Context: an optimization exercise on an open-source flow, tuned for small area. The choices shown serve that exercise and are no tape-out recipe. Only simulation tests tie the RTL to the original design; equivalence was not proved.

==> inputs of v10 <==
==> flow/design.v <==
package rv32i_types;
  localparam int NUM_FU_DEFAULT = 4;
  typedef struct packed {
    logic        valid;
    logic [4:0]  rd;
    logic [31:0] data;
    logic [31:0] pc;
    logic [31:0] pc_wdata;
    logic [31:0] inst;
    logic [63:0] order;
    logic [4:0]  rs1_addr;
    logic [4:0]  rs2_addr;
    logic [31:0] rs1_rdata;
    logic [31:0] rs2_rdata;
    logic [31:0] mem_addr;
    logic [3:0]  mem_rmask;
    logic [3:0]  mem_wmask;
    logic [31:0] mem_rdata;
    logic [31:0] mem_wdata;
  } cdb_t;
  localparam int CDB_W = 376;   
endpackage
module cdb_fifo (
  input  logic             clk,
  input  logic             rst,
  input  logic             flush,
  input  logic             push,
  input  logic [rv32i_types::CDB_W-1:0] push_data,
  input  logic             pop,
  input  logic             wen0,
  input  logic             wen1,
  output logic [rv32i_types::CDB_W-1:0] slot0,
  output logic [rv32i_types::CDB_W-1:0] slot1,
  output logic             empty,
  output logic             full,
  output logic             do_pop,
  output logic             rd_ptr_next,
  output logic             empty_next,
  output logic             full_next
);
  logic [rv32i_types::CDB_W-1:0] mem0, mem1;
  logic rd_ptr;
  logic do_push;
  assign do_pop  = pop & ~empty;
  assign do_push = push & (~full | do_pop);
  assign slot0   = mem0;
  assign slot1   = mem1;
  always_ff @(posedge clk) begin
    if (wen0) mem0 <= push_data;
  end
  always_ff @(posedge clk) begin
    if (wen1) mem1 <= push_data;
  end
  always_comb begin
    rd_ptr_next = rd_ptr;
    empty_next  = empty;
    full_next   = full;
    if (rst || flush) begin
      rd_ptr_next = 1'b0;
      empty_next  = 1'b1;
      full_next   = 1'b0;
    end else begin
      if (do_pop) rd_ptr_next = ~rd_ptr;
      case ({do_push, do_pop})
        2'b10: begin empty_next = 1'b0; full_next = ~empty; end
        2'b01: begin full_next = 1'b0; empty_next = ~full; end
        default: ;
      endcase
    end
  end
  always_ff @(posedge clk) begin
    rd_ptr <= rd_ptr_next;
    empty  <= empty_next;
    full   <= full_next;
  end
endmodule
module fu_complete_arbiter
#(
  parameter int NUM_FU = rv32i_types::NUM_FU_DEFAULT,
  localparam int SRC_W = $clog2(NUM_FU)
) (
  input  logic              clk,
  input  logic              rst,
  input  logic              flush,
  input  logic [NUM_FU-1:0] fu_complete_valid,
  input  logic [NUM_FU*rv32i_types::CDB_W-1:0] fu_complete_data,
  output logic [NUM_FU-1:0] fu_slot_free,
  output logic              cdb_valid,
  output logic [rv32i_types::CDB_W-1:0] cdb_data,
  output logic [SRC_W-1:0]  cdb_src,
  output logic              overflow_err
);
  localparam int W = rv32i_types::CDB_W;
  logic [NUM_FU-1:0][W-1:0] slot0;
  logic [NUM_FU-1:0][W-1:0] slot1;
  logic [NUM_FU-1:0] rd_ptr_next;
  logic [NUM_FU-1:0] empty;
  logic [NUM_FU-1:0] empty_next;
  logic [NUM_FU-1:0] full;
  logic [NUM_FU-1:0] full_next;
  logic [NUM_FU-1:0] push;
  logic [NUM_FU-1:0] gnt;
  logic [NUM_FU-1:0] pop;
  logic [NUM_FU-1:0] ovf;
  logic [SRC_W-1:0]  rr_ptr;
  logic [SRC_W-1:0]  rr_ptr_next;
  logic [SRC_W-1:0]  grant_idx;
  logic              grant_valid;
  logic [SRC_W-1:0]  grant_idx_next;
  logic              grant_valid_next;
  logic [NUM_FU-1:0] sel0, sel1;
  logic [NUM_FU-1:0] sel0_next, sel1_next;
  logic [NUM_FU-1:0] wen0, wen1;
  logic [W-1:0]      sel_data;
  for (genvar i = 0; i < NUM_FU; i++) begin : g_fu
    assign push[i] = fu_complete_valid[i] & ~flush;
    assign gnt[i]  = grant_valid & (grant_idx == SRC_W'(i)) & ~flush;
    assign ovf[i]  = push[i] & full[i] & ~pop[i];
    assign fu_slot_free[i] = empty[i] & ~fu_complete_valid[i];
    logic [W-1:0] s0, s1;
    assign slot0[i] = s0;
    assign slot1[i] = s1;
    cdb_fifo u_fifo (
      .clk         (clk),
      .rst         (rst),
      .flush       (flush),
      .push        (push[i]),
      .push_data   (fu_complete_data[i*W +: W]),
      .pop         (gnt[i]),
      .wen0        (wen0[i]),
      .wen1        (wen1[i]),
      .slot0       (s0),
      .slot1       (s1),
      .empty       (empty[i]),
      .full        (full[i]),
      .do_pop      (pop[i]),
      .rd_ptr_next (rd_ptr_next[i]),
      .empty_next  (empty_next[i]),
      .full_next   (full_next[i])
    );
  end
  function automatic logic [SRC_W:0] rr_pick(input logic [SRC_W-1:0] ptr,
                                             input logic [NUM_FU-1:0] emp);
    int idx;
    rr_pick = '0;
    for (int k = NUM_FU - 1; k >= 0; k--) begin
      idx = int'(ptr) + k;
      if (idx >= NUM_FU) idx = idx - NUM_FU;
      if (!emp[idx]) rr_pick = {1'b1, SRC_W'(idx)};
    end
  endfunction
  assign {grant_valid, grant_idx} = rr_pick(rr_ptr, empty);
  assign rr_ptr_next = (rst || flush) ? '0 :
                       grant_valid    ? grant_idx + 1'b1 : rr_ptr;
  assign {grant_valid_next, grant_idx_next} = rr_pick(rr_ptr_next, empty_next);
  always_ff @(posedge clk) begin
    rr_ptr <= rr_ptr_next;
  end
  for (genvar i = 0; i < NUM_FU; i++) begin : g_sel
    assign sel0_next[i] = grant_valid_next & (grant_idx_next == SRC_W'(i)) & ~rd_ptr_next[i];
    assign sel1_next[i] = grant_valid_next & (grant_idx_next == SRC_W'(i)) &  rd_ptr_next[i];
  end
  always_ff @(posedge clk) begin
    sel0 <= sel0_next;
    sel1 <= sel1_next;
    for (int i = 0; i < NUM_FU; i++) begin
      wen0[i] <= empty_next[i] | (~full_next[i] &  rd_ptr_next[i]) | sel0_next[i];
      wen1[i] <= empty_next[i] | (~full_next[i] & ~rd_ptr_next[i]) | sel1_next[i];
    end
  end
  always_comb begin
    sel_data = '0;
    for (int i = 0; i < NUM_FU; i++) begin
      sel_data = sel_data | (slot0[i] & {W{sel0[i]}}) | (slot1[i] & {W{sel1[i]}});
    end
  end
  always_ff @(posedge clk) begin
    cdb_data <= sel_data;
    cdb_src  <= grant_idx;
  end
  always_ff @(posedge clk) begin
    if (rst || flush) begin
      cdb_valid <= 1'b0;
    end else begin
      cdb_valid <= grant_valid;
    end
  end
  always_ff @(posedge clk) begin
    if (rst) begin
      overflow_err <= 1'b0;
    end else if (|ovf) begin
      overflow_err <= 1'b1;
    end
  end
endmodule
==> flow/flow/run.sh <==
#!/bin/bash
# Own layout flow: the standard synthesis unchanged, then a netlist pass that maps the
# CDB register's 8-way AND-OR select onto a222oi cells (flow/remap.py), then the standard
# ORFS steps with minimum-size port buffers and a clock tree of larger sink clusters.
set -euo pipefail
bash standard.sh synth > synth.log 2>&1
R=orfs/results/sky130hd/fu_complete_arbiter/base
python3 flow/remap.py $R/1_2_yosys.v $R/1_2_yosys_remap.v > remap.log 2>&1
mv $R/1_2_yosys_remap.v $R/1_2_yosys.v
rm -f $R/1_synth.odb $R/1_synth.sdc
bash standard.sh \
  "BUFFER_PORTS_ARGS=-buffer_cell sky130_fd_sc_hd__buf_1" \
  "PLACE_PINS_ARGS=-min_distance 1 -min_distance_in_tracks" \
  "CTS_ARGS=-sink_clustering_enable -repair_clock_nets -dont_use_dummy_load -buf_list {sky130_fd_sc_hd__clkbuf_8 sky130_fd_sc_hd__clkbuf_16} -sink_clustering_size 30 -sink_clustering_max_diameter 100" \
  finish > layout.log 2>&1
==> flow/flow/remap.py <==
#!/usr/bin/env python3
"""Remap 8-input AND-OR trees in a flat Yosys netlist: every nand4 whose four inputs are
a22oi_1 outputs used only by it (eight AND pairs, ORed) becomes
nand3(a222oi_1, a222oi_1, a22oi_1), which is smaller. Usage: remap.py IN.v OUT.v"""
import re
import sys
from collections import defaultdict

src = open(sys.argv[1]).read()
cell_re = re.compile(r'^  (sky130_fd_sc_hd__\w+) (\S+) \((.*?)\n  \);\n', re.S | re.M)
pin_re = re.compile(r'\.(\w+)\((.*?)\)(?:,|\s*$)', re.S)

cells = {}
order = []
for m in cell_re.finditer(src):
    typ, name, body = m.group(1), m.group(2), m.group(3)
    pins = {p: n.strip() for p, n in pin_re.findall(body)}
    cells[name] = [typ, pins, m.span()]
    order.append(name)

outpins = {'Y', 'X', 'Q', 'Q_N', 'COUT', 'SUM', 'HI', 'LO'}
driver = {}
uses = defaultdict(int)
for name in order:
    typ, pins, _ = cells[name]
    for p, n in pins.items():
        if p in outpins:
            driver[n] = name
        else:
            uses[n] += 1
# nets read by ports or assigns count as extra uses
for n in re.findall(r'^\s*assign\s+\S+\s*=\s*(.+?);', src, re.M):
    uses[n.strip()] += 1

def text(typ, name, pins):
    body = ',\n'.join(f'    .{p}({n}{" " if n.startswith(chr(92)) else ""})'
                       for p, n in pins.items())
    return f'  {typ} {name} (\n{body}\n  );\n'

repl = {}
done = 0
for name in order:
    typ, pins, _ = cells[name]
    if typ != 'sky130_fd_sc_hd__nand4_1':
        continue
    ins = [pins[p] for p in 'ABCD']
    src_cells = [driver.get(n) for n in ins]
    if any(c is None or cells[c][0] != 'sky130_fd_sc_hd__a22oi_1' for c in src_cells):
        continue
    if any(uses[n] != 1 for n in ins) or len(set(src_cells)) != 4:
        continue
    pairs = []
    for c in src_cells:
        p = cells[c][1]
        pairs += [(p['A1'], p['A2']), (p['B1'], p['B2'])]
    c0, c1, c2, c3 = src_cells
    y0, y1, y2 = ins[0], ins[1], ins[2]
    repl[c0] = text('sky130_fd_sc_hd__a222oi_1', c0,
                    {'A1': pairs[0][0], 'A2': pairs[0][1], 'B1': pairs[1][0], 'B2': pairs[1][1],
                     'C1': pairs[2][0], 'C2': pairs[2][1], 'Y': y0})
    repl[c1] = text('sky130_fd_sc_hd__a222oi_1', c1,
                    {'A1': pairs[3][0], 'A2': pairs[3][1], 'B1': pairs[4][0], 'B2': pairs[4][1],
                     'C1': pairs[5][0], 'C2': pairs[5][1], 'Y': y1})
    repl[c2] = text('sky130_fd_sc_hd__a22oi_1', c2,
                    {'A1': pairs[6][0], 'A2': pairs[6][1], 'B1': pairs[7][0], 'B2': pairs[7][1],
                     'Y': y2})
    repl[c3] = ''
    repl[name] = text('sky130_fd_sc_hd__nand3_1', name,
                      {'A': y0, 'B': y1, 'C': y2, 'Y': pins['Y']})
    done += 1

out = []
pos = 0
for name in order:
    if name in repl:
        s, e = cells[name][2]
        out.append(src[pos:s])
        out.append(repl[name])
        pos = e
out.append(src[pos:])
res = ''.join(out)
# the net that fed the removed a22oi is now undriven and unused: drop its wire declaration
open(sys.argv[2], 'w').write(res)
print(f'remapped {done} AND-OR trees')
==> flow/standard.sh <==
#!/bin/bash
# synth_recipe.tcl (not shown) runs the flow's synth.tcl, then flattens the netlist and writes it again
# the make line also repeats each setting of config.mk as NAME=value (left out here)
make -C /OpenROAD-flow-scripts/flow DESIGN_CONFIG=/design/flow/config.mk WORK_HOME=/design/flow/orfs CLKGATE_MAP_FILE= SYNTH_SCRIPT=/design/flow/synth_recipe.tcl "${@:-finish}"
==> flow/config.mk <==
export PLATFORM = sky130hd
export DESIGN_NAME = fu_complete_arbiter
export DESIGN_NICKNAME = fu_complete_arbiter
export VERILOG_FILES = /design/flow/design.v
export SDC_FILE = /design/flow/constraint.sdc
export NUM_CORES = 4
export LEC_CHECK = 0
export CAP_MARGIN = 20
export CORE_MARGIN = 2
export CORE_UTILIZATION = 46
export SLEW_MARGIN = 20
==> flow/constraint.sdc <==
create_clock -name core_clock -period 5.0 [get_ports {clk}]
set_input_delay 1.0000 -clock core_clock [delete_from_list [all_inputs] [get_ports {clk}]]
set_output_delay 1.0000 -clock core_clock [all_outputs]
set_load 0.01 [all_outputs]
==> v22 (differences from v10) <==
--- a/flow/flow/run.sh
+++ b/flow/flow/run.sh
@@ -10,6 +10,5 @@
 rm -f $R/1_synth.odb $R/1_synth.sdc
 bash standard.sh \
   "BUFFER_PORTS_ARGS=-buffer_cell sky130_fd_sc_hd__buf_1" \
-  "PLACE_PINS_ARGS=-min_distance 1 -min_distance_in_tracks" \
   "CTS_ARGS=-sink_clustering_enable -repair_clock_nets -dont_use_dummy_load -buf_list {sky130_fd_sc_hd__clkbuf_8 sky130_fd_sc_hd__clkbuf_16} -sink_clustering_size 30 -sink_clustering_max_diameter 100" \
   finish > layout.log 2>&1
CAP_MARGIN = 10   (was 20)
CORE_UTILIZATION = 40   (was 46)
SLEW_MARGIN = 10   (was 20)
==> v25 (differences from v10) <==
--- a/flow/design.v
+++ b/flow/design.v
@@ -27,29 +27,28 @@
   input  logic             push,
   input  logic [rv32i_types::CDB_W-1:0] push_data,
   input  logic             pop,
-  input  logic             wen0,
-  input  logic             wen1,
   output logic [rv32i_types::CDB_W-1:0] slot0,
   output logic [rv32i_types::CDB_W-1:0] slot1,
   output logic             empty,
   output logic             full,
   output logic             do_pop,
   output logic             rd_ptr_next,
-  output logic             empty_next,
-  output logic             full_next
+  output logic             empty_next
 );
   logic [rv32i_types::CDB_W-1:0] mem0, mem1;
   logic rd_ptr;
+  logic wr_ptr;
   logic do_push;
+  logic full_next;
   assign do_pop  = pop & ~empty;
   assign do_push = push & (~full | do_pop);
   assign slot0   = mem0;
   assign slot1   = mem1;
   always_ff @(posedge clk) begin
-    if (wen0) mem0 <= push_data;
+    if (do_push & ~wr_ptr) mem0 <= push_data;
   end
   always_ff @(posedge clk) begin
-    if (wen1) mem1 <= push_data;
+    if (do_push & wr_ptr) mem1 <= push_data;
   end
   always_comb begin
     rd_ptr_next = rd_ptr;
@@ -73,6 +72,7 @@
     empty  <= empty_next;
     full   <= full_next;
   end
+  assign wr_ptr = rd_ptr ^ (~empty & ~full);
 endmodule
 module fu_complete_arbiter
 #(
@@ -97,7 +97,6 @@
   logic [NUM_FU-1:0] empty;
   logic [NUM_FU-1:0] empty_next;
   logic [NUM_FU-1:0] full;
-  logic [NUM_FU-1:0] full_next;
   logic [NUM_FU-1:0] push;
   logic [NUM_FU-1:0] gnt;
   logic [NUM_FU-1:0] pop;
@@ -109,8 +108,6 @@
   logic [SRC_W-1:0]  grant_idx_next;
   logic              grant_valid_next;
   logic [NUM_FU-1:0] sel0, sel1;
-  logic [NUM_FU-1:0] sel0_next, sel1_next;
-  logic [NUM_FU-1:0] wen0, wen1;
   logic [W-1:0]      sel_data;
   for (genvar i = 0; i < NUM_FU; i++) begin : g_fu
     assign push[i] = fu_complete_valid[i] & ~flush;
@@ -127,16 +124,13 @@
       .push        (push[i]),
       .push_data   (fu_complete_data[i*W +: W]),
       .pop         (gnt[i]),
-      .wen0        (wen0[i]),
-      .wen1        (wen1[i]),
       .slot0       (s0),
       .slot1       (s1),
       .empty       (empty[i]),
       .full        (full[i]),
       .do_pop      (pop[i]),
       .rd_ptr_next (rd_ptr_next[i]),
-      .empty_next  (empty_next[i]),
-      .full_next   (full_next[i])
+      .empty_next  (empty_next[i])
     );
   end
   function automatic logic [SRC_W:0] rr_pick(input logic [SRC_W-1:0] ptr,
@@ -156,16 +150,10 @@
   always_ff @(posedge clk) begin
     rr_ptr <= rr_ptr_next;
   end
-  for (genvar i = 0; i < NUM_FU; i++) begin : g_sel
-    assign sel0_next[i] = grant_valid_next & (grant_idx_next == SRC_W'(i)) & ~rd_ptr_next[i];
-    assign sel1_next[i] = grant_valid_next & (grant_idx_next == SRC_W'(i)) &  rd_ptr_next[i];
-  end
   always_ff @(posedge clk) begin
-    sel0 <= sel0_next;
-    sel1 <= sel1_next;
     for (int i = 0; i < NUM_FU; i++) begin
-      wen0[i] <= empty_next[i] | (~full_next[i] &  rd_ptr_next[i]) | sel0_next[i];
-      wen1[i] <= empty_next[i] | (~full_next[i] & ~rd_ptr_next[i]) | sel1_next[i];
+      sel0[i] <= grant_valid_next & (grant_idx_next == SRC_W'(i)) & ~rd_ptr_next[i];
+      sel1[i] <= grant_valid_next & (grant_idx_next == SRC_W'(i)) &  rd_ptr_next[i];
     end
   end
   always_comb begin
==> flow/flow/run.sh (replaced) <==
#!/bin/bash
# Own layout flow: the standard synthesis unchanged, then the standard ORFS steps with
# minimum-size port buffers and a clock tree built from fewer, larger sink clusters.
set -euo pipefail
bash standard.sh synth > synth.log 2>&1
bash standard.sh \
  "BUFFER_PORTS_ARGS=-buffer_cell sky130_fd_sc_hd__buf_1" \
  "CTS_ARGS=-sink_clustering_enable -repair_clock_nets -dont_use_dummy_load -buf_list {sky130_fd_sc_hd__clkbuf_8 sky130_fd_sc_hd__clkbuf_16} -sink_clustering_size 30 -sink_clustering_max_diameter 80" \
  finish > layout.log 2>&1
CORE_UTILIZATION = 55   (was 46)
PLACE_DENSITY = 0.65   (was not set)
removed: flow/flow/remap.py
==> v4 (differences from v10) <==
--- a/flow/design.v
+++ b/flow/design.v
@@ -27,29 +27,28 @@
   input  logic             push,
   input  logic [rv32i_types::CDB_W-1:0] push_data,
   input  logic             pop,
-  input  logic             wen0,
-  input  logic             wen1,
   output logic [rv32i_types::CDB_W-1:0] slot0,
   output logic [rv32i_types::CDB_W-1:0] slot1,
   output logic             empty,
   output logic             full,
   output logic             do_pop,
   output logic             rd_ptr_next,
-  output logic             empty_next,
-  output logic             full_next
+  output logic             empty_next
 );
   logic [rv32i_types::CDB_W-1:0] mem0, mem1;
   logic rd_ptr;
+  logic wr_ptr;
   logic do_push;
+  logic full_next;
   assign do_pop  = pop & ~empty;
   assign do_push = push & (~full | do_pop);
   assign slot0   = mem0;
   assign slot1   = mem1;
   always_ff @(posedge clk) begin
-    if (wen0) mem0 <= push_data;
+    if (do_push & ~wr_ptr) mem0 <= push_data;
   end
   always_ff @(posedge clk) begin
-    if (wen1) mem1 <= push_data;
+    if (do_push & wr_ptr) mem1 <= push_data;
   end
   always_comb begin
     rd_ptr_next = rd_ptr;
@@ -73,6 +72,7 @@
     empty  <= empty_next;
     full   <= full_next;
   end
+  assign wr_ptr = rd_ptr ^ (~empty & ~full);
 endmodule
 module fu_complete_arbiter
 #(
@@ -97,7 +97,6 @@
   logic [NUM_FU-1:0] empty;
   logic [NUM_FU-1:0] empty_next;
   logic [NUM_FU-1:0] full;
-  logic [NUM_FU-1:0] full_next;
   logic [NUM_FU-1:0] push;
   logic [NUM_FU-1:0] gnt;
   logic [NUM_FU-1:0] pop;
@@ -109,8 +108,6 @@
   logic [SRC_W-1:0]  grant_idx_next;
   logic              grant_valid_next;
   logic [NUM_FU-1:0] sel0, sel1;
-  logic [NUM_FU-1:0] sel0_next, sel1_next;
-  logic [NUM_FU-1:0] wen0, wen1;
   logic [W-1:0]      sel_data;
   for (genvar i = 0; i < NUM_FU; i++) begin : g_fu
     assign push[i] = fu_complete_valid[i] & ~flush;
@@ -127,16 +124,13 @@
       .push        (push[i]),
       .push_data   (fu_complete_data[i*W +: W]),
       .pop         (gnt[i]),
-      .wen0        (wen0[i]),
-      .wen1        (wen1[i]),
       .slot0       (s0),
       .slot1       (s1),
       .empty       (empty[i]),
       .full        (full[i]),
       .do_pop      (pop[i]),
       .rd_ptr_next (rd_ptr_next[i]),
-      .empty_next  (empty_next[i]),
-      .full_next   (full_next[i])
+      .empty_next  (empty_next[i])
     );
   end
   function automatic logic [SRC_W:0] rr_pick(input logic [SRC_W-1:0] ptr,
@@ -156,16 +150,10 @@
   always_ff @(posedge clk) begin
     rr_ptr <= rr_ptr_next;
   end
-  for (genvar i = 0; i < NUM_FU; i++) begin : g_sel
-    assign sel0_next[i] = grant_valid_next & (grant_idx_next == SRC_W'(i)) & ~rd_ptr_next[i];
-    assign sel1_next[i] = grant_valid_next & (grant_idx_next == SRC_W'(i)) &  rd_ptr_next[i];
-  end
   always_ff @(posedge clk) begin
-    sel0 <= sel0_next;
-    sel1 <= sel1_next;
     for (int i = 0; i < NUM_FU; i++) begin
-      wen0[i] <= empty_next[i] | (~full_next[i] &  rd_ptr_next[i]) | sel0_next[i];
-      wen1[i] <= empty_next[i] | (~full_next[i] & ~rd_ptr_next[i]) | sel1_next[i];
+      sel0[i] <= grant_valid_next & (grant_idx_next == SRC_W'(i)) & ~rd_ptr_next[i];
+      sel1[i] <= grant_valid_next & (grant_idx_next == SRC_W'(i)) &  rd_ptr_next[i];
     end
   end
   always_comb begin
--- a/flow/flow/run.sh
+++ b/flow/flow/run.sh
@@ -11,5 +11,5 @@
 bash standard.sh \
   "BUFFER_PORTS_ARGS=-buffer_cell sky130_fd_sc_hd__buf_1" \
   "PLACE_PINS_ARGS=-min_distance 1 -min_distance_in_tracks" \
-  "CTS_ARGS=-sink_clustering_enable -repair_clock_nets -dont_use_dummy_load -buf_list {sky130_fd_sc_hd__clkbuf_8 sky130_fd_sc_hd__clkbuf_16} -sink_clustering_size 30 -sink_clustering_max_diameter 100" \
+  "CTS_ARGS=-sink_clustering_enable -repair_clock_nets -dont_use_dummy_load -buf_list {sky130_fd_sc_hd__clkbuf_8 sky130_fd_sc_hd__clkbuf_16} -sink_clustering_size 30 -sink_clustering_max_diameter 80" \
   finish > layout.log 2>&1
CORE_UTILIZATION = 55   (was 46)
PLACE_DENSITY = 0.65   (was not set)
==> qor summary <==
quantity                                                                          v10                          v4                v25                         v22
Run status                                                             did not finish              did not finish     did not finish  no timing/DRC/antenna violations
Last stage reached                                                     global routing              global routing  I/O pin placement                           -
Nets in the synthesized netlist                                                  6993                        6985               7361                        6993
Buffers added on ports                                                           1894                        1894                  -                        1894
Cell chosen for the clock root                             sky130_fd_sc_hd__clkbuf_16  sky130_fd_sc_hd__clkbuf_16                  -  sky130_fd_sc_hd__clkbuf_16
Detail Placement HPWL                                                          262 mm                      265 mm                  -                      315 mm
Post-CTS sizing                                                                     0                           0                  -                           1
Post-DP Area                                                              125000 um^2                 125000 um^2                  -                 126000 um^2
# rows                                                                            182                         166                167                         195
Worst setup timing slack at the placement stage                              0.126 ns                    0.245 ns                  -                   -0.150 ns
Cell area after synthesis                                                 113000 um^2                 113000 um^2        115000 um^2                 113000 um^2
Avg Cell Area, Syn                                                          20.8 um^2                   20.8 um^2          19.7 um^2                   20.8 um^2
Buffer depth of the longest clock path                                              3                           3                  -                           4
Die Y                                                                          501 um                      458 um             461 um                      537 um
Number of post-CTS setup repair buffers                                             0                           0                  -                           0
Top-level I/O count                                                              1895                        1895                  -                        1895
Final weighted congestion in routability-driven placement                       0.943                        1.01                  -                       0.949
Horizontal extent of the die                                                   501 um                      458 um             461 um                      537 um
# placed instances                                                              10.4k                        9865                  -                       10.9k
Post-synthesis instance total                                                    5464                        5458               5834                        5464
Hold bufs inserted after CTS                                                        0                           0                  -                           0
H-tree Lvls                                                                         4                           4                  -                           4

-- port drivers added, routing unchanged --
In the flow no input, the clock included, has a driving cell. The finished layout below was timed again as built, in two steps.
Step 1: set_driving_cell puts a clkbuf_16 on clk and a buf_2 on each other input, an assumption about the parent block.
Step 2 moves the port delays by t, midway between the first and last clock arrival at a register: inputs arrive t later, outputs are due t later. That takes back most of the time a late clock gives input paths.
Three values: ideal ports, drivers, drivers and shift; two values: the first two.
run: v22
shift t [ns]: 0.923
slack for setup (ns): 0.240 / 0.240 / 0.240
hold WS [ns]: 0.305 / 0.227 / 0.416
latest minus earliest clock arrival (ns): 0.156 / 0.155
After both steps setup and hold are still met in v22. For v22, drivers alone change the setup slack by 0.000 ns; drivers and shift together by 0.000 ns.
